What follows belongs to an exercise in optimizing a design on an open flow for small area, a short achievable clock period and few clock cycles; a production flow would make more cautious choices. RTL that was checked went through simulation tests only; none was proved equivalent to the original. Only the layout flow was run in runs 1 and 2; the RTL was not checked for function there. Power is estimated from default activity; no workload was simulated.

==> flow/design.v <==
package wb_pkg;
    typedef struct packed {
        logic                    cyc;
        logic                    stb;
        logic                    we;
        logic [32-1:0] adr;
        logic [32-1:0] dat;
    } wb_m2s_t;
    typedef struct packed {
        logic                    ack;
        logic [32-1:0] dat;
    } wb_s2m_t;
    typedef struct packed {
        logic                    valid;
        logic                    write;
        logic [32-1:0] addr;
        logic [32-1:0] data;
    } mem_req_t;
    typedef struct packed {
        logic                    done;
        logic [32-1:0] data;
    } mem_rsp_t;
endpackage
package sssp_pkg;
    typedef struct packed {
        logic [32-1:0]                next_addr;
        logic [32-1:0]                vertex_addr;
        logic [32-1:0]                vertex_count;
        logic [32-1:0]                edge_addr;
        logic [32-1:0]                edge_count;
        logic [32-1:0]                update_addr;
        logic [32-1:0]                status_addr;
        logic [32-16-1:0] rsvd;
        logic [16-1:0]               level;
    } desc_t;
    typedef struct packed {
        logic [7:0]               rsvd_hi;
        logic [8-1:0] src;
        logic [7:0]               rsvd_lo;
        logic [8-1:0] dst;
    } edge_t;
    typedef struct packed {
        logic [16-1:0]                              level;
        logic [32-16-8-1:0] rsvd;
        logic [8-1:0]                              dst;
    } update_t;
    typedef struct packed {
        logic done;
        logic busy;
    } csr_status_t;
    typedef enum logic [2:0] {
        ST_IDLE,
        ST_READ_DESC,
        ST_CONFIG,
        ST_READ_VERTEX,
        ST_PROCESS_EDGE,
        ST_WRITE_STATUS,
        ST_FINISH
    } seq_state_t;
endpackage
`timescale 1ns/1ns
module sssp_accel (
    input  logic        clk,
    input  logic        reset,
    input  logic        csr_cyc,
    input  logic        csr_stb,
    input  logic        csr_we,
    input  logic [31:0] csr_adr,
    input  logic [31:0] csr_dat_w,
    output logic        csr_ack,
    output logic [31:0] csr_dat_r,
    output logic        mem_cyc,
    output logic        mem_stb,
    output logic        mem_we,
    output logic [31:0] mem_adr,
    output logic [31:0] mem_dat_w,
    input  logic        mem_ack,
    input  logic [31:0] mem_dat_r
);
    localparam logic [3:0] S_IDLE = 4'd0;
    localparam logic [3:0] S_V    = 4'd2;    
    localparam logic [3:0] S_E    = 4'd3;    
    localparam logic [3:0] S_EC   = 4'd4;    
    localparam logic [3:0] S_U    = 4'd5;    
    localparam logic [3:0] S_L    = 4'd6;    
    localparam logic [3:0] S_ED   = 4'd7;    
    localparam logic [3:0] S_VS   = 4'd8;    
    localparam logic [3:0] S_VD   = 4'd9;    
    localparam logic [3:0] S_W    = 4'd10;   
    localparam logic [3:0] S_UR   = 4'd11;   
    localparam logic [3:0] S_S    = 4'd12;   
    localparam logic [3:0] S_SW   = 4'd13;   
    localparam logic [3:0] S_N    = 4'd14;   
    logic        ack, busy, done, sel_ctrl, sel_total, kick;
    logic        access, accept;
    logic [3:0]  state;
    logic        cyc, we, ack_q, fl;
    logic [31:0] adr, d, v, e, u, total;
    logic [15:0] ec, lp1;
    logic [7:0]  src, lo;
    logic [2:0]  doff;
    logic [3:0]  dlo;
    logic [28:0] dhi1;
    logic [31:0] dsum;
    logic [8:0]  vlo;
    logic [23:0] vhi1;
    logic [31:0] vsum;
    logic        ec_zero, trig;
    assign access = csr_cyc && csr_stb && !ack;
    assign accept = access && csr_we && (csr_adr == 32'd0) && !busy;
    assign csr_ack   = ack;
    assign csr_dat_r = {total[31:2] & {30{sel_total}},
                        sel_total ? total[1:0] : {sel_ctrl & done, sel_ctrl & busy}};
    always_ff @(posedge clk) begin
        if (reset) begin
            ack  <= 1'b0;
            kick <= 1'b0;
        end else begin
            ack  <= access;
            kick <= accept;
        end
        sel_ctrl  <= (csr_adr == 32'd0);
        sel_total <= (csr_adr == 32'd1);
    end
    assign mem_cyc   = cyc;
    assign mem_stb   = cyc;
    assign mem_we    = we;
    assign mem_adr   = adr;
    assign mem_dat_w = {lp1, src, lo};
    always_comb begin
        case (state)
            S_V:     doff = 3'd3;
            S_E:     doff = 3'd4;
            S_EC:    doff = 3'd5;
            S_U:     doff = 3'd7;
            S_UR:    doff = 3'd6;
            S_SW:    doff = 3'd0;
            S_IDLE,
            S_N:     doff = 3'd1;
            default: doff = 3'd5;    
        endcase
    end
    assign dlo     = {1'b0, d[2:0]} + {1'b0, doff};
    assign dhi1    = d[31:3] + 29'd1;
    assign dsum    = {dlo[3] ? dhi1 : d[31:3], dlo[2:0]};
    assign vlo     = {1'b0, v[7:0]} + {1'b0, (state == S_ED) ? src : lo};
    assign vhi1    = v[31:8] + 24'd1;
    assign vsum    = {vlo[8] ? vhi1 : v[31:8], vlo[7:0]};
    assign ec_zero = (ec == 16'd0);
    assign trig    = ack_q || kick;
    function automatic logic plus1_eq(input logic [15:0] a, input logic [15:0] b);
        plus1_eq = a[0] ^ b[0];
        for (int i = 1; i < 16; i++) begin
            plus1_eq = plus1_eq & ((a[i] ^ b[i]) == (a[i-1] & ~b[i-1]));
        end
    endfunction
    always_ff @(posedge clk) begin
        if (reset) begin
            state <= S_IDLE;
            cyc   <= 1'b0;
            ack_q <= 1'b0;
            busy  <= 1'b0;
            done  <= 1'b0;
            total <= 32'd0;
        end else begin
            ack_q <= cyc && mem_ack;
            if (mem_ack) begin
                cyc <= 1'b0;
            end
            if (accept) begin
                busy <= 1'b1;
                done <= 1'b0;
            end
            if (kick) begin
                total <= 32'd0;
            end
            if (trig) begin
                cyc <= 1'b1;
                we  <= 1'b0;
                adr <= dsum;
                case (state)
                    S_IDLE: state <= S_V;
                    S_V:  state <= S_E;
                    S_E:  state <= S_EC;
                    S_EC: state <= S_U;
                    S_U:  state <= S_L;
                    S_ED: begin
                        adr   <= vsum;
                        src   <= 8'd0;
                        state <= S_VS;
                    end
                    S_UR: begin
                        {src, lo} <= u[15:0] - v[15:0];
                        lp1       <= 16'd0;
                        state     <= S_S;
                    end
                    S_S: begin
                        adr   <= u;
                        we    <= 1'b1;
                        state <= S_SW;
                    end
                    S_SW: state <= S_N;
                    S_N: begin
                        if (d == 32'd0) begin
                            cyc   <= 1'b0;
                            busy  <= 1'b0;
                            done  <= 1'b1;
                            state <= S_IDLE;
                        end else begin
                            state <= S_V;
                        end
                    end
                    default: begin
                        if (state == S_L) begin
                            lp1 <= lp1 + 16'd1;
                        end
                        if (state == S_VS && fl) begin
                            adr   <= vsum;
                            state <= S_VD;
                        end else if (state == S_VD && fl) begin
                            adr   <= u;
                            we    <= 1'b1;
                            u     <= u + 32'd1;
                            total <= total + 32'd1;
                            state <= S_W;
                        end else if (ec_zero) begin
                            state <= S_UR;
                        end else begin
                            adr   <= e;
                            e     <= e + 32'd1;
                            ec    <= ec - 16'd1;
                            state <= S_ED;
                        end
                    end
                endcase
            end
        end
        if (!busy) begin
            d <= csr_dat_w;
        end
        if (cyc) begin
            case (state)
                S_V:  v   <= mem_dat_r;
                S_E:  e   <= mem_dat_r;
                S_EC: ec  <= mem_dat_r[15:0];
                S_U:  u   <= mem_dat_r;
                S_L:  lp1 <= mem_dat_r[15:0];
                S_ED: begin
                    src <= mem_dat_r[23:16];
                    lo  <= mem_dat_r[7:0];
                end
                S_VS: fl  <= plus1_eq(mem_dat_r[15:0], lp1);
                S_VD: fl  <= (mem_dat_r[15:0] == 16'hffff);
                S_UR: v   <= mem_dat_r;
                S_S:  u   <= mem_dat_r;
                S_N:  d   <= mem_dat_r;
                default: ;
            endcase
        end
    end
endmodule
==> flow/run.sh <==
#!/bin/bash
# synth_recipe.tcl (not shown) runs the flow's synth.tcl, then flattens the netlist and writes it again
# the make line also repeats each setting of config.mk as NAME=value (left out here)
make -C /OpenROAD-flow-scripts/flow DESIGN_CONFIG=/design/flow/config.mk WORK_HOME=/design/flow/orfs CLKGATE_MAP_FILE= SYNTH_SCRIPT=/design/flow/synth_recipe.tcl finish
==> flow/config.mk <==
export PLATFORM = sky130hd
export DESIGN_NAME = sssp_accel
export DESIGN_NICKNAME = sssp_accel
export VERILOG_FILES = /design/flow/design.v
export SDC_FILE = /design/flow/constraint.sdc
export NUM_CORES = 4
export LEC_CHECK = 0
export ABC_CLOCK_PERIOD_IN_PS = 2500
export CAP_MARGIN = 20
export CELL_PAD_IN_SITES_DETAIL_PLACEMENT = 1
export CELL_PAD_IN_SITES_GLOBAL_PLACEMENT = 2
export CORE_MARGIN = 2
export CORE_UTILIZATION = 35
export SETUP_SLACK_MARGIN = 5.0
export SLEW_MARGIN = 20
==> flow/constraint.sdc <==
create_clock -name core_clock -period 8.0 [get_ports {clk}]
set_input_delay 1.6000 -clock core_clock [delete_from_list [all_inputs] [get_ports {clk}]]
set_output_delay 1.6000 -clock core_clock [all_outputs]
set_load 0.01 [all_outputs]
==> flow_summary.json, run 1 <==
{
  "setup_ws_ns": 4.77,
  "cts.sinks": 257,
  "dieArea_um2": 48700,
  "tns_ns": 0,
  "grt_max_degree": 65,
  "path_delay_family": "compound AO/OA/AOI/OAI gates",
  "min_period_ns": 3.23,
  "critical_path.cell_chain": "clkinvlp_4 -> and3_4 -> nand2_2 -> nand2_2 -> ha_4 -> fa_2 -> a211oi_4 -> o21bai_4 -> o2111ai_4 -> buf_12 -> nor3_2 -> xnor2_1 -> nor2_1 -> or3_1",
  "area_delta_synth_final_pct": 32.9,
  "ios": 202,
  "slowest_delay_ns": 0.42,
  "clock_path_buffers": 3,
  "die_x_um": 221,
  "final_common_cell": "nor2_1",
  "drt-initial-drc-count": 1287,
  "syn_area_um2": 16400,
  "outcome": "finished clean",
  "drc_errors": 0,
  "wl_per_cell_um": 24.9,
  "dp_slack_ns": 3.08,
  "placedInstanceArea_um2": 19000,
  "hold_violations": 0,
  "drv_cap": 0,
  "synth-seq-cells": 257,
  "period_share": 0.404,
  "drive_gt1_frac": 0.184,
  "placedCellCount": 2746,
  "io_buffers": 201,
  "power_density_nw_per_um2": 147,
  "rsz0062_at_grt": "yes",
  "avgViaCountPerCell": 5.78,
  "worstSetupPathType": "flip-flop to flip-flop",
  "crit_buf_inv": 2,
  "hold_path_class": "flip-flop to flip-flop",
  "antenna_left": 0,
  "root_buffer": "clkbuf_16",
  "cp-start-kind": "flip-flop",
  "grt_pass1_vias": 16600,
  "synth_cell_types": 99,
  "num-fill-cells": 5430,
  "final_cell_mix": "nor2_1, nand2_1, dfxtp_1",
  "coreArea_um2": 46500,
  "maxSlewViolCount": 0,
  "worst_setup_path_end_kind": "flip-flop",
  "antenna_cells": 0,
  "irDropWorstVdd_mv": 0.172,
  "finalWirelength_um": 72700,
  "gp_congestion": 0.848,
  "required_ns": 8.30,
  "fp.dieH_um": 221,
  "synth.avg_cell_area_um2": 8.13,
  "fin_cells": 2915,
  "layout.nets": 2441,
  "ys_seq_area_frac": 0.353,
  "yosys_warnings": 1,
  "first_pass_iters": 5,
  "fin_skew_ns": 0.0290,
  "final_util": 0.470,
  "p_total_mw": 3.21,
  "crit_top_cell": "nand2_2",
  "numCtsBuffers": 35,
  "antenna_found_initial": 0,
  "critPathArrivalTime_ns": 3.54,
  "cts-htree-levels": 2,
  "tightest_slew_ns": 1.05,
  "clock_latency_ns": 0.57,
  "postLayoutCellArea_um2": 21900,
  "start_util": 0.354,
  "setup_violations": 0,
  "grt_pass1_wl_um": 107000,
  "synthCells": 2023,
  "synthFlopType": "dfxtp_1",
  "ys_async_sr_fraction": 0,
  "cts_tree": "built",
  "netlist_top_cells_area": "dfxtp_1, edfxtp_1, a21oi_1, nand2_1, nor2_1",
  "num_rows": 79,
  "hold-worst-slack_ns": 0.457,
  "relSlewSlack": 0.300,
  "synth_edf_count": 66,
  "register_area_um2": 5850,
  "grt_overflow": 0,
  "clock.fmax_mhz": 309,
  "vias": 16900,
  "yosys.area.top_type": "dfxtp_1",
  "dpl.hpwl_um": 49900,
  "synth_fp_nets": 2180,
  "multi_input_area_um2": 10600,
  "crit_path_top_delay_cell": "o2111ai_4",
  "leakage_nw": 8.44,
  "synth_top_area_frac": 0.232,
  "grt_use_total": 0.292,
  "cp_max_fo": 6,
  "clk_pin_slew_ns": 0.06
}
[timing repair]
item                       4_1_cts  5_1_grt
buffers inserted                70       28
hold buffers                     0        0
pin swaps                       36       43
gates cloned                     8        2
setup endpoints to repair      292       72
resized for setup              332      121
[worst paths after layout]
check	depth (start not counted)	slack [ns]	to	start
worst min-delay path	2	0.46	done	done
worst min register to register	2	0.46	done	done
worst max-delay path	14	4.77	adr[30]	state[3]
worst max register to register	14	4.77	adr[30]	state[3]
[layer usage]
layer | track usage | share of wire | routed length (µm)
met5 | 0 | 0 | 0
met4 | 0.0918 | 0.031 | 2220
met3 | 0.0379 | 0.057 | 4150
met2 | 0.461 | 0.45 | 32400
met1 | 0.413 | 0.47 | 33900
[synthesized netlist by cell type (6+ instances only)]
master / instances
nand2_1: 217
nor2_1: 212
dfxtp_1: 191
a21oi_1: 170
o21ai_0: 123
xnor2_1: 83
xor2_1: 74
clkbuf_1: 72
edfxtp_1: 66
nand3_1: 65
inv_1: 61
nand4_1: 56
ha_1: 52
and2_1: 45
nor3_1: 42
mux2i_1: 40
and3_1: 39
a31oi_1: 38
o21ai_1: 38
nor4_1: 34
or3_1: 20
buf_2: 18
a21o_1: 15
nor2b_1: 14
a211oi_1: 13
a221oi_1: 12
buf_1: 12
and4_1: 11
nand2b_1: 9
nor3_2: 8
o211ai_1: 8
a311oi_1: 7
buf_4: 7
nand3b_1: 7
o22ai_1: 7
a22oi_1: 6
a32oi_1: 6
o21a_1: 6
or2_2: 6
[where the power goes]
part | internal, mW | switching, mW | leakage, nW
logic | 0.141 | 0.147 | 5.74
registers | 1.35 | 0.0439 | 2.18
clock network | 0.876 | 0.650 | 0.530
[registers in the layout (all words and copies together) (netlist names)]
register   flops
busy           1
ack            1
src            8
fl             1
ec            16
lp1           16
d             32
kick           1
doff           3
sel_total      1
state          4
v             32
ack_q          1
done           1
u             32
e             32
cyc            1
total         32
adr           32
sel_ctrl       1
we             1
lo             8
[tightest hold or removal path: cells and delay by family (launching register included)]
kind	cells	cell delay (ns)
and+or+nand+nor	1	0.05
AOI/OAI and AO/OA	1	0.05
DFF	1	0.30
[layout make-up]
class	instances	share of cell area
Tap cell	607	0.0347
Clock buffer	52	0.0463
Clock inverter	9	0.00286
Inverter	61	0.0116
Timing Repair inverter	1	0.000401
Sequential cell	257	0.268
Multi-Input combinational cell	1593	0.486
Timing Repair Buffer	335	0.150
[logic make-up after synthesis]
group                      count (synthesis)  synth area share
AOI/OAI and AO/OA                        503             0.186
xor gates and xnor gates                 157            0.0836
adders and majority gates                 55            0.0432
buffers and inverters                    175            0.0454
DFF                                      257             0.353
muxes                                     42            0.0257
and+or+nand+nor                          834             0.263
==> inputs of run 2 (changes only) <==
--- a/flow/config.mk
+++ b/flow/config.mk
@@ -6,5 +6,4 @@
 export NUM_CORES = 4
 export LEC_CHECK = 0
-export ABC_CLOCK_PERIOD_IN_PS = 2500
 export CAP_MARGIN = 20
 export CELL_PAD_IN_SITES_DETAIL_PLACEMENT = 1
==> flow_summary.json, run 2 <==
{
  "worstSetupPathType": "flip-flop to flip-flop",
  "min_period_ns": 3.23,
  "critical_path.cell_chain": "clkinvlp_4 -> and3_4 -> nand2_2 -> nand2_2 -> ha_4 -> fa_2 -> a211oi_4 -> o21bai_4 -> o2111ai_4 -> buf_12 -> nor3_2 -> xnor2_1 -> nor2_1 -> or3_1",
  "drv_cap": 0,
  "final_cell_mix": "nor2_1, nand2_1, dfxtp_1",
  "outcome": "finished clean",
  "first_pass_iters": 5,
  "yosys_warnings": 1,
  "period_share": 0.404,
  "clock_path_buffers": 3,
  "clk_pin_slew_ns": 0.06,
  "maxSlewViolCount": 0,
  "antenna_left": 0,
  "relSlewSlack": 0.300,
  "io_buffers": 201,
  "die_x_um": 221,
  "synthTopCellsByCount": "nand2_1, nor2_1, dfxtp_1, a21oi_1, o21ai_0",
  "setup_ws_ns": 4.77,
  "hold_path_class": "flip-flop to flip-flop",
  "root_buffer": "clkbuf_16",
  "grt_overflow": 0,
  "ctsHoldBuffers": 0,
  "irDropWorstVdd_mv": 0.172,
  "tns_ns": 0,
  "drt-initial-drc-count": 1287,
  "path_delay_family": "compound AO/OA/AOI/OAI gates",
  "yosys.area.top_type": "dfxtp_1",
  "slowest_delay_ns": 0.42,
  "netlist_top_cells_area": "dfxtp_1, edfxtp_1, a21oi_1, nand2_1, nor2_1",
  "cts_tree": "built",
  "worst_setup_path_end_kind": "flip-flop",
  "grt_pass1_wl_um": 107000,
  "leakage_nw": 8.44,
  "coreArea_um2": 46500,
  "grt_max_degree": 65,
  "placedCellCount": 2746,
  "antenna_cells": 0,
  "gp_congestion": 0.848,
  "synth.avg_cell_area_um2": 8.13,
  "cts-htree-levels": 2,
  "final_common_cell": "nor2_1",
  "clock.fmax_mhz": 309,
  "cp_max_fo": 6,
  "syn_area_um2": 16400,
  "fin_skew_ns": 0.0290,
  "ios": 202,
  "crit_top_cell": "nand2_2",
  "drive_gt1_frac": 0.184,
  "p_total_mw": 3.21,
  "yosysMostFrequentCell": "nand2_1",
  "required_ns": 8.30,
  "synth_top_area_frac": 0.232,
  "grt_pass1_vias": 16600,
  "start_util": 0.354,
  "cp-start-kind": "flip-flop",
  "power_density_nw_per_um2": 147,
  "antenna_found_initial": 0,
  "dpl.hpwl_um": 49900,
  "cts.sinks": 257,
  "crit_path_top_delay_cell": "o2111ai_4",
  "grt_use_total": 0.292,
  "synth_cell_types": 99,
  "crit_buf_inv": 2,
  "drc_errors": 0,
  "layout.nets": 2441,
  "numCtsBuffers": 35,
  "setup_violations": 0,
  "tightest_slew_ns": 1.05,
  "ys_seq_area_frac": 0.353,
  "vias": 16900,
  "rsz0062_at_grt": "yes",
  "synth_edf_count": 66,
  "synthCells": 2023,
  "critPathArrivalTime_ns": 3.54,
  "ys_async_sr_fraction": 0,
  "finalWirelength_um": 72700,
  "dieArea_um2": 48700,
  "area_delta_synth_final_pct": 32.9,
  "num_rows": 79,
  "clock_latency_ns": 0.57,
  "dp_slack_ns": 3.08,
  "wl_per_cell_um": 24.9,
  "synthFlopType": "dfxtp_1",
  "fp.dieH_um": 221,
  "avgViaCountPerCell": 5.78,
  "hold_violations": 0,
  "synth-seq-cells": 257,
  "synth_fp_nets": 2180,
  "fin_cells": 2915,
  "num-fill-cells": 5430
}
## run 2: cell counts in the layout (fill, tap and decap cells not counted)
Identical to the previous run, type by type.
## run 2: timing repair
item | CTS | global route
pin swaps | 36 | 43
gates resized for setup | 332 | 121
setup buffers | 70 | 28
gates cloned | 8 | 2
hold endpoints to repair | 0 | 0
endpoints found under the setup margin | 292 | 72
## run 2: kinds of logic after synthesis
family / count (synthesis) / share of synthesized area
AO/OA/AOI/OAI: 503 / 0.186
buffers and inverters: 175 / 0.0454
multiplexers: 42 / 0.0257
flip-flops: 257 / 0.353
AND/OR/NAND/NOR: 834 / 0.263
adder cells (fa/ha/maj): 55 / 0.0432
XOR/XNOR: 157 / 0.0836
## run 2: worst paths after layout
| check | to | cells past startpoint | startpoint | slack, ns |
|---|---|---|---|---|
| setup reg to reg | adr[30] | 14 | state[3] | 4.77 |
| hold reg to reg | done | 2 | done | 0.46 |
| setup / recovery | adr[30] | 14 | state[3] | 4.77 |
| hold / removal | done | 2 | done | 0.46 |
## run 2: tightest hold or removal path: cells and delay by family (launching register included)
family | cells | cell delay [ns]
AOI/OAI and AO/OA | 1 | 0.05
and+or+nand+nor | 1 | 0.05
DFF | 1 | 0.30
## run 2: layer usage
metal / part of all wire / up-vias / global-route usage
met3: 0.057 / 100 / 0.0379
met2: 0.45 / 496 / 0.461
met5: 0 / - / 0
met1: 0.47 / 8431 / 0.413
li1: - / 7824 / -
met4: 0.031 / 0 / 0.0918
## run 2: metrics by stage
step | utilization | area (µm²) | hold WS, ns
6_report | 0.470 | 21900 | 0.457
5_1_grt | 0.470 | 21900 | 0.491
4_1_cts | 0.452 | 21000 | 0.463
3_5_place_dp | 0.410 | 19000 | 0.458
3_3_place_gp | 0.410 | 19000 | 0.435
2_1_floorplan | - | 16600 | 0.429
## run 2: power by group
| group | leakage (nW) | switching, mW | internal (mW) | total, mW |
|---|---|---|---|---|
| Sequential | 2.18 | 0.0439 | 1.35 | 1.40 |
| Combinational | 5.74 | 0.147 | 0.141 | 0.288 |
| Clock | 0.530 | 0.650 | 0.876 | 1.53 |
| Total | 8.44 | 0.840 | 2.37 | 3.21 |
## run 2: cell type report
class | count | area (µm²) | share of cell area
tap | 607 | 759 | 0.0347
multi-input combinational | 1593 | 10600 | 0.486
clock inverter | 9 | 62.6 | 0.00286
timing repair inverter | 1 | 8.76 | 0.000401
sequential | 257 | 5850 | 0.268
clock buffer | 52 | 1010 | 0.0463
timing repair buffer | 335 | 3280 | 0.150
inverter | 61 | 253 | 0.0116
==> inputs of run 3 (changes only) <==
--- a/flow/design.v
+++ b/flow/design.v
@@ -79,4 +79,5 @@
 );
     localparam logic [3:0] S_IDLE = 4'd0;
+    localparam logic [3:0] S_PRE  = 4'd1;    
     localparam logic [3:0] S_V    = 4'd2;    
     localparam logic [3:0] S_E    = 4'd3;    
@@ -95,16 +96,13 @@
     logic        access, accept;
     logic [3:0]  state;
-    logic        cyc, we, ack_q, fl;
+    logic        cyc, we, ack_q, iss, fl;
     logic [31:0] adr, d, v, e, u, total;
     logic [15:0] ec, lp1;
-    logic [7:0]  src, lo;
-    logic [2:0]  doff;
-    logic [3:0]  dlo;
-    logic [28:0] dhi1;
-    logic [31:0] dsum;
+    logic [7:0]  src, mid, lo;
+    logic [31:0] dstep;
     logic [8:0]  vlo;
     logic [23:0] vhi1;
     logic [31:0] vsum;
-    logic        ec_zero, trig;
+    logic        ec_zero, trig, dwalk;
     assign access = csr_cyc && csr_stb && !ack;
     assign accept = access && csr_we && (csr_adr == 32'd0) && !busy;
@@ -127,26 +125,23 @@
     assign mem_we    = we;
     assign mem_adr   = adr;
-    assign mem_dat_w = {lp1, src, lo};
+    assign mem_dat_w = {lp1, mid, lo};
     always_comb begin
         case (state)
-            S_V:     doff = 3'd3;
-            S_E:     doff = 3'd4;
-            S_EC:    doff = 3'd5;
-            S_U:     doff = 3'd7;
-            S_UR:    doff = 3'd6;
-            S_SW:    doff = 3'd0;
-            S_IDLE,
-            S_N:     doff = 3'd1;
-            default: doff = 3'd5;    
+            S_V:     dstep = 32'd2;
+            S_U:     dstep = 32'd2;
+            S_L:     dstep = -32'd2;
+            S_S:     dstep = -32'd6;
+            default: dstep = 32'd1;    
         endcase
     end
-    assign dlo     = {1'b0, d[2:0]} + {1'b0, doff};
-    assign dhi1    = d[31:3] + 29'd1;
-    assign dsum    = {dlo[3] ? dhi1 : d[31:3], dlo[2:0]};
     assign vlo     = {1'b0, v[7:0]} + {1'b0, (state == S_ED) ? src : lo};
     assign vhi1    = v[31:8] + 24'd1;
     assign vsum    = {vlo[8] ? vhi1 : v[31:8], vlo[7:0]};
     assign ec_zero = (ec == 16'd0);
-    assign trig    = ack_q || kick;
+    assign trig    = ack_q || kick || (state == S_PRE);
+    assign dwalk   = (iss && (state == S_V || state == S_E || state == S_EC ||
+                              state == S_U || state == S_L || state == S_UR ||
+                              state == S_S)) ||
+                     (trig && (state == S_IDLE || (state == S_N && d != 32'd0)));
     function automatic logic plus1_eq(input logic [15:0] a, input logic [15:0] b);
         plus1_eq = a[0] ^ b[0];
@@ -160,4 +155,5 @@
             cyc   <= 1'b0;
             ack_q <= 1'b0;
+            iss   <= 1'b0;
             busy  <= 1'b0;
             done  <= 1'b0;
@@ -165,4 +161,5 @@
         end else begin
             ack_q <= cyc && mem_ack;
+            iss   <= 1'b0;
             if (mem_ack) begin
                 cyc <= 1'b0;
@@ -177,8 +174,17 @@
             if (trig) begin
                 cyc <= 1'b1;
+                iss <= 1'b1;
                 we  <= 1'b0;
-                adr <= dsum;
+                adr <= d;
                 case (state)
-                    S_IDLE: state <= S_V;
+                    S_IDLE: begin
+                        cyc   <= 1'b0;
+                        iss   <= 1'b0;
+                        state <= S_PRE;
+                    end
+                    S_PRE: begin
+                        mid   <= 8'd0;
+                        state <= S_V;
+                    end
                     S_V:  state <= S_E;
                     S_E:  state <= S_EC;
@@ -187,9 +193,8 @@
                     S_ED: begin
                         adr   <= vsum;
-                        src   <= 8'd0;
                         state <= S_VS;
                     end
                     S_UR: begin
-                        {src, lo} <= u[15:0] - v[15:0];
+                        {mid, lo} <= u[15:0] - v[15:0];
                         lp1       <= 16'd0;
                         state     <= S_S;
@@ -202,11 +207,12 @@
                     S_SW: state <= S_N;
                     S_N: begin
+                        cyc   <= 1'b0;
+                        iss   <= 1'b0;
                         if (d == 32'd0) begin
-                            cyc   <= 1'b0;
                             busy  <= 1'b0;
                             done  <= 1'b1;
                             state <= S_IDLE;
                         end else begin
-                            state <= S_V;
+                            state <= S_PRE;
                         end
                     end
@@ -238,4 +244,6 @@
         if (!busy) begin
             d <= csr_dat_w;
+        end else if (dwalk) begin
+            d <= d + dstep;
         end
         if (cyc) begin
--- a/flow/config.mk
+++ b/flow/config.mk
@@ -6,4 +6,5 @@
 export NUM_CORES = 4
 export LEC_CHECK = 0
+export ABC_CLOCK_PERIOD_IN_PS = 2500
 export CAP_MARGIN = 20
 export CELL_PAD_IN_SITES_DETAIL_PLACEMENT = 1
@@ -11,4 +12,3 @@
 export CORE_MARGIN = 2
 export CORE_UTILIZATION = 35
-export SETUP_SLACK_MARGIN = 5.0
 export SLEW_MARGIN = 20
==> flow_summary.json, run 3 <==
{
  "synthFlopType": "dfxtp_1",
  "synth_fp_nets": 2304,
  "yosys.area.top_type": "dfxtp_1",
  "drive_gt1_frac": 0.0521,
  "min_period_ns": 5.22,
  "final_util": 0.436,
  "drc_errors": 0,
  "grt_overflow": 0,
  "synth.avg_cell_area_um2": 8.04,
  "tightest_slew_ns": 1.07,
  "ctsHoldBuffers": 0,
  "final_cell_mix": "nand2_1, clkdlybuf4s50_1, nor2_1",
  "placedCellCount": 2857,
  "tns_ns": 0,
  "netlist_top_cells_area": "dfxtp_1, edfxtp_1, nand2_1, o21ai_0, ha_1",
  "io_buffers": 201,
  "avgViaCountPerCell": 5.70,
  "area_delta_synth_final_pct": 22.4,
  "antenna_cells": 0,
  "finalWirelength_um": 67600,
  "yosysMostFrequentCell": "nand2_1",
  "worstSetupPathType": "flip-flop to flip-flop",
  "ff2ff_path_depth": 14,
  "layout.nets": 2460,
  "drv_cap": 0,
  "postLayoutCellArea_um2": 20900,
  "critPathArrivalTime_ns": 5.66,
  "cp_max_fo": 31,
  "cts_tree": "built",
  "maxSlewViolCount": 0,
  "power_density_nw_per_um2": 167,
  "fp.dieH_um": 225,
  "antenna_left": 0,
  "grt_max_degree": 65,
  "worst_setup_path_end_kind": "flip-flop",
  "fin_cells": 2920,
  "start_util": 0.356,
  "irDropWorstVdd_mv": 0.116,
  "first_pass_iters": 8,
  "grt_pass1_vias": 16200,
  "synthCells": 2124,
  "vias": 16600,
  "drt-initial-drc-count": 1521,
  "synth_top_area_frac": 0.212,
  "antenna_found_initial": 0,
  "grt_pass1_wl_um": 102000,
  "synth_edf_count": 82,
  "final_common_cell": "nand2_1",
  "synthTopCellsByCount": "nand2_1, nor2_1, o21ai_0, dfxtp_1, a21oi_1",
  "num_rows": 80,
  "r2r_start": "state[1]",
  "die_x_um": 225,
  "gp_congestion": 0.850,
  "ys_async_sr_fraction": 0,
  "ys_seq_area_frac": 0.356,
  "clk_pin_slew_ns": 0.06,
  "ios": 202,
  "coreArea_um2": 47900,
  "period_share": 0.653,
  "fin_skew_ns": 0.0189,
  "holdPathEnd": "ack",
  "cp-start-kind": "flip-flop",
  "required_ns": 8.44,
  "worstHoldPathCells": 1,
  "r2r_end": "d[29]",
  "relSlewSlack": 0.285,
  "root_buffer": "clkbuf_16",
  "rsz0062_at_grt": "no",
  "clock.fmax_mhz": 191,
  "cts-htree-levels": 2,
  "ff2ff_setup_slack_ns": 2.78,
  "hold_path_class": "flip-flop to flip-flop",
  "cts.sinks": 263,
  "placedInstanceArea_um2": 19700,
  "dpl.hpwl_um": 49500,
  "post_cts_resize_count": 0,
  "hold_violations": 0,
  "num-fill-cells": 5692,
  "dieArea_um2": 50600,
  "yosys_warnings": 1,
  "wl_per_cell_um": 23.1,
  "synth_cell_types": 74,
  "synth-seq-cells": 263,
  "hold_start": "ack",
  "clock_latency_ns": 0.56,
  "syn_area_um2": 17100,
  "outcome": "finished clean",
  "grt_use_total": 0.264,
  "clock_path_buffers": 3,
  "leakage_nw": 7.59,
  "postCtsSetupBuffers": 0,
  "numCtsBuffers": 36,
  "hold-worst-slack_ns": 0.472,
  "setup_violations": 0
}
-- run 3: worst max path at each step --
stage / start / to / slack (ns) / cells after the start
global placement: state[1] / d[29] / 3.07 / 14
detailed placement: state[2] / adr[24] / 2.84 / 16
global route: state[2] / adr[29] / 2.20 / 16
floorplan: state[2] / adr[22] / 3.73 / 20
finish: state[1] / d[29] / 2.78 / 14
CTS: state[2] / adr[24] / 2.85 / 16
-- run 3: critical path, cell delays in order (launching register included) --
cell       delay (ns)
dfxtp_1          1.02
nor2b_1          0.40
nand2_1          0.35
nand2_1          0.17
buf_4            0.36
ha_1             0.38
a2111oi_0        0.38
o21ai_0          0.19
nand4_1          0.18
a21oi_1          0.14
o41ai_2          0.69
nor2_1           0.10
o41ai_1          0.40
mux2i_1          0.24
o21ai_1          0.09
-- run 3: per-layer routing --
layer	track usage	vias to the layer above	share of wire
met4	0.0540	0	0.018
met2	0.393	452	0.42
met1	0.403	8141	0.51
met3	0.0374	71	0.053
met5	0	-	0
li1	-	7972	-
-- run 3: metrics by stage --
step / total power, mW / setup slack (ns)
2_1_floorplan: 1.63 / 3.73
3_3_place_gp: 1.80 / 3.07
3_5_place_dp: 1.81 / 2.84
4_1_cts: 3.52 / 2.85
5_1_grt: 3.60 / 2.20
6_report: 3.49 / 2.78
-- run 3: cell type report --
class / count / area, µm² / share of cell area
clock buffer: 46 / 1000 / 0.0478
clock inverter: 17 / 224 / 0.0107
inverter: 78 / 293 / 0.0140
multi-input combinational: 1673 / 10300 / 0.494
sequential: 263 / 6090 / 0.291
tap: 615 / 769 / 0.0368
timing repair buffer: 228 / 2210 / 0.106
-- run 3: logic make-up after synthesis --
group,share of synthesized area
simple gates,0.233
compound gates,0.202
flops,0.356
buf+inv,0.0420
xor+xnor,0.0779
fa+ha+maj,0.0584
mux,0.0300
-- run 3: power breakdown --
group	leakage [nW]	internal, mW	switching, mW	total, mW
sequential	2.21	1.40	0.0478	1.45
combinational	4.78	0.147	0.183	0.330
clock	0.595	1.05	0.662	1.71
total	7.59	2.60	0.893	3.49
Testbench counts of run 3, summed over its fixed seeds: cycles 95,636.
==> inputs of run 4 (changes only) <==
--- a/flow/config.mk
+++ b/flow/config.mk
@@ -6,5 +6,4 @@
 export NUM_CORES = 4
 export LEC_CHECK = 0
-export ABC_CLOCK_PERIOD_IN_PS = 2500
 export CAP_MARGIN = 20
 export CELL_PAD_IN_SITES_DETAIL_PLACEMENT = 1
==> flow_summary.json, run 4 <==
{
  "cts.sinks": 263,
  "num-fill-cells": 5692,
  "ys_seq_area_frac": 0.356,
  "dieArea_um2": 50600,
  "min_period_ns": 5.22,
  "tightest_slew_ns": 1.07,
  "outcome": "finished clean",
  "worst_setup_path_end_kind": "flip-flop",
  "tns_ns": 0,
  "grt_pass1_vias": 16200,
  "synth_fp_nets": 2304,
  "fin_cells": 2920,
  "cts_tree": "built",
  "ys_async_sr_fraction": 0,
  "placedCellCount": 2857,
  "dpl.hpwl_um": 49500,
  "period_share": 0.653,
  "cts-htree-levels": 2,
  "io_buffers": 201,
  "clock.fmax_mhz": 191,
  "crit_path_top_delay_cell": "dfxtp_1",
  "grt_max_degree": 65,
  "synthTopCellsByCount": "nand2_1, nor2_1, o21ai_0, dfxtp_1, a21oi_1",
  "synthCells": 2124,
  "area_delta_synth_final_pct": 22.4,
  "vias": 16600,
  "maxSlewViolCount": 0,
  "drive_gt1_frac": 0.0521,
  "clock_latency_ns": 0.56,
  "synthFlopType": "dfxtp_1",
  "fp.dieH_um": 225,
  "post_cts_resize_count": 0,
  "setup_ws_ns": 2.78,
  "grt_use_total": 0.264,
  "clk_pin_slew_ns": 0.06,
  "yosysMostFrequentCell": "nand2_1",
  "fin_skew_ns": 0.0189,
  "synth-seq-cells": 263,
  "grt_overflow": 0,
  "num_rows": 80,
  "finalWirelength_um": 67600,
  "power_density_nw_per_um2": 167,
  "hold_path_class": "flip-flop to flip-flop",
  "ctsHoldBuffers": 0,
  "cp-start-kind": "flip-flop",
  "final_common_cell": "nand2_1",
  "yosys.area.top_type": "dfxtp_1",
  "root_buffer": "clkbuf_16",
  "crit_top_cell": "nand2_1",
  "worstSetupPathType": "flip-flop to flip-flop",
  "irDropWorstVdd_mv": 0.116,
  "antenna_left": 0,
  "relSlewSlack": 0.285,
  "critPathArrivalTime_ns": 5.66,
  "antenna_cells": 0,
  "die_x_um": 225,
  "rsz0062_at_grt": "no",
  "setup_violations": 0,
  "final_cell_mix": "nand2_1, clkdlybuf4s50_1, nor2_1",
  "postCtsSetupBuffers": 0,
  "coreArea_um2": 47900,
  "synth_cell_types": 74,
  "required_ns": 8.44,
  "synth.avg_cell_area_um2": 8.04,
  "ios": 202,
  "syn_area_um2": 17100,
  "synth_edf_count": 82,
  "dp_slack_ns": 2.84,
  "numCtsBuffers": 36,
  "wl_per_cell_um": 23.1,
  "drt-initial-drc-count": 1521,
  "layout.nets": 2460,
  "antenna_found_initial": 0,
  "cp_max_fo": 31,
  "gp_congestion": 0.850,
  "clock_path_buffers": 3,
  "grt_pass1_wl_um": 102000,
  "slowest_delay_ns": 1.02,
  "critical_path.cell_chain": "nor2b_1 -> nand2_1 -> nand2_1 -> buf_4 -> ha_1 -> a2111oi_0 -> o21ai_0 -> nand4_1 -> a21oi_1 -> o41ai_2 -> nor2_1 -> o41ai_1 -> mux2i_1 -> o21ai_1",
  "yosys_warnings": 1,
  "leakage_nw": 7.59,
  "avgViaCountPerCell": 5.70,
  "ff2ff_setup_slack_ns": 2.78,
  "drc_errors": 0,
  "synth_top_area_frac": 0.212,
  "drv_cap": 0,
  "first_pass_iters": 8,
  "start_util": 0.356,
  "netlist_top_cells_area": "dfxtp_1, edfxtp_1, nand2_1, o21ai_0, ha_1",
  "hold_violations": 0
}
-- run 4: kinds of logic after synthesis --
| kind of cell | after synthesis | share of synthesized area |
|---|---|---|
| simple gates | 838 | 0.233 |
| compound gates | 555 | 0.202 |
| flops | 263 | 0.356 |
| buf+inv | 188 | 0.0420 |
| xor+xnor | 152 | 0.0779 |
| fa+ha+maj | 78 | 0.0584 |
| mux | 50 | 0.0300 |
-- run 4: layout make-up --
class	instances	area, µm²	area share
Clock buffer	46	1000	0.0478
Clock inverter	17	224	0.0107
Inverter	78	293	0.0140
Multi-Input combinational cell	1673	10300	0.494
Sequential cell	263	6090	0.291
Tap cell	615	769	0.0368
Timing Repair Buffer	228	2210	0.106
-- run 4: layer usage --
layer	GRT usage	vias to the layer above	wire, µm
li1	-	7972	-
met1	0.403	8141	34300
met2	0.393	452	28500
met3	0.0374	71	3600
met4	0.0540	0	1200
met5	0	-	0
-- run 4: final timing paths --
| path | startpoint | to | depth (start not counted) |
|---|---|---|---|
| hold / removal | ack | ack | 1 |
| setup reg to reg | state[1] | d[29] | 14 |
| setup / recovery | state[1] | d[29] | 14 |
| hold reg to reg | ack | ack | 1 |
-- run 4: critical path: cells and delay by family (launching register included) --
kind                       cells  cell delay, ns
and+or+nand+nor                5            1.20
AOI/OAI and AO/OA              6            1.89
muxes                          1            0.24
DFF                            1            1.02
buffers and inverters          1            0.36
adders and majority gates      1            0.38
-- run 4: where the power goes --
group	leakage (nW)	total (mW)	switching, mW	internal [mW]
Combinational	4.78	0.330	0.183	0.147
Sequential	2.21	1.45	0.0478	1.40
Clock	0.595	1.71	0.662	1.05
-- run 4: through the flow --
| stage | hold slack, ns | cell area (µm²) | power [mW] | util |
|---|---|---|---|---|
| finish | 0.472 | 20900 | 3.49 | 0.436 |
| global route | 0.514 | 20900 | 3.60 | 0.436 |
| CTS | 0.474 | 20900 | 3.52 | 0.436 |
| detailed placement | 0.461 | 19700 | 1.81 | 0.410 |
| global placement | 0.471 | 19700 | 1.80 | 0.410 |
| floorplan | 0.453 | 17100 | 1.63 | - |

afterwards: timing with drivers on the ports:
The results above use ideal ports. As a check the final layouts listed here were re-extracted and re-timed, cells and wires unchanged. Step 1, drivers: a clkbuf_16 drives clk and a buf_2 each remaining input, both assumed. Step 2, shift: input delay + t, output delay - t, t = (earliest + latest rising clock arrival at the registers) / 2. This alone moves slack from input paths to output paths. a / b / c = no drivers / after step 1 / after step 2; a / b = the first two.
run | t (ns) | setup WS [ns] | hold WS [ns] | worst setup path at the end
run 1 | 0.617 | 4.769 / 4.769 / 4.463 | 0.457 / 0.457 / 0.457 | input to register
run 2 | 0.617 | 4.769 / 4.769 / 4.463 | 0.457 / 0.457 / 0.457 | input to register
run 3 | 0.604 | 2.776 / 2.776 / 2.776 | 0.472 / 0.472 / 0.472 | register to register
run 4 | 0.604 | 2.776 / 2.776 / 2.776 | 0.472 / 0.472 / 0.472 | register to register
After both steps every run listed still meets setup and hold.
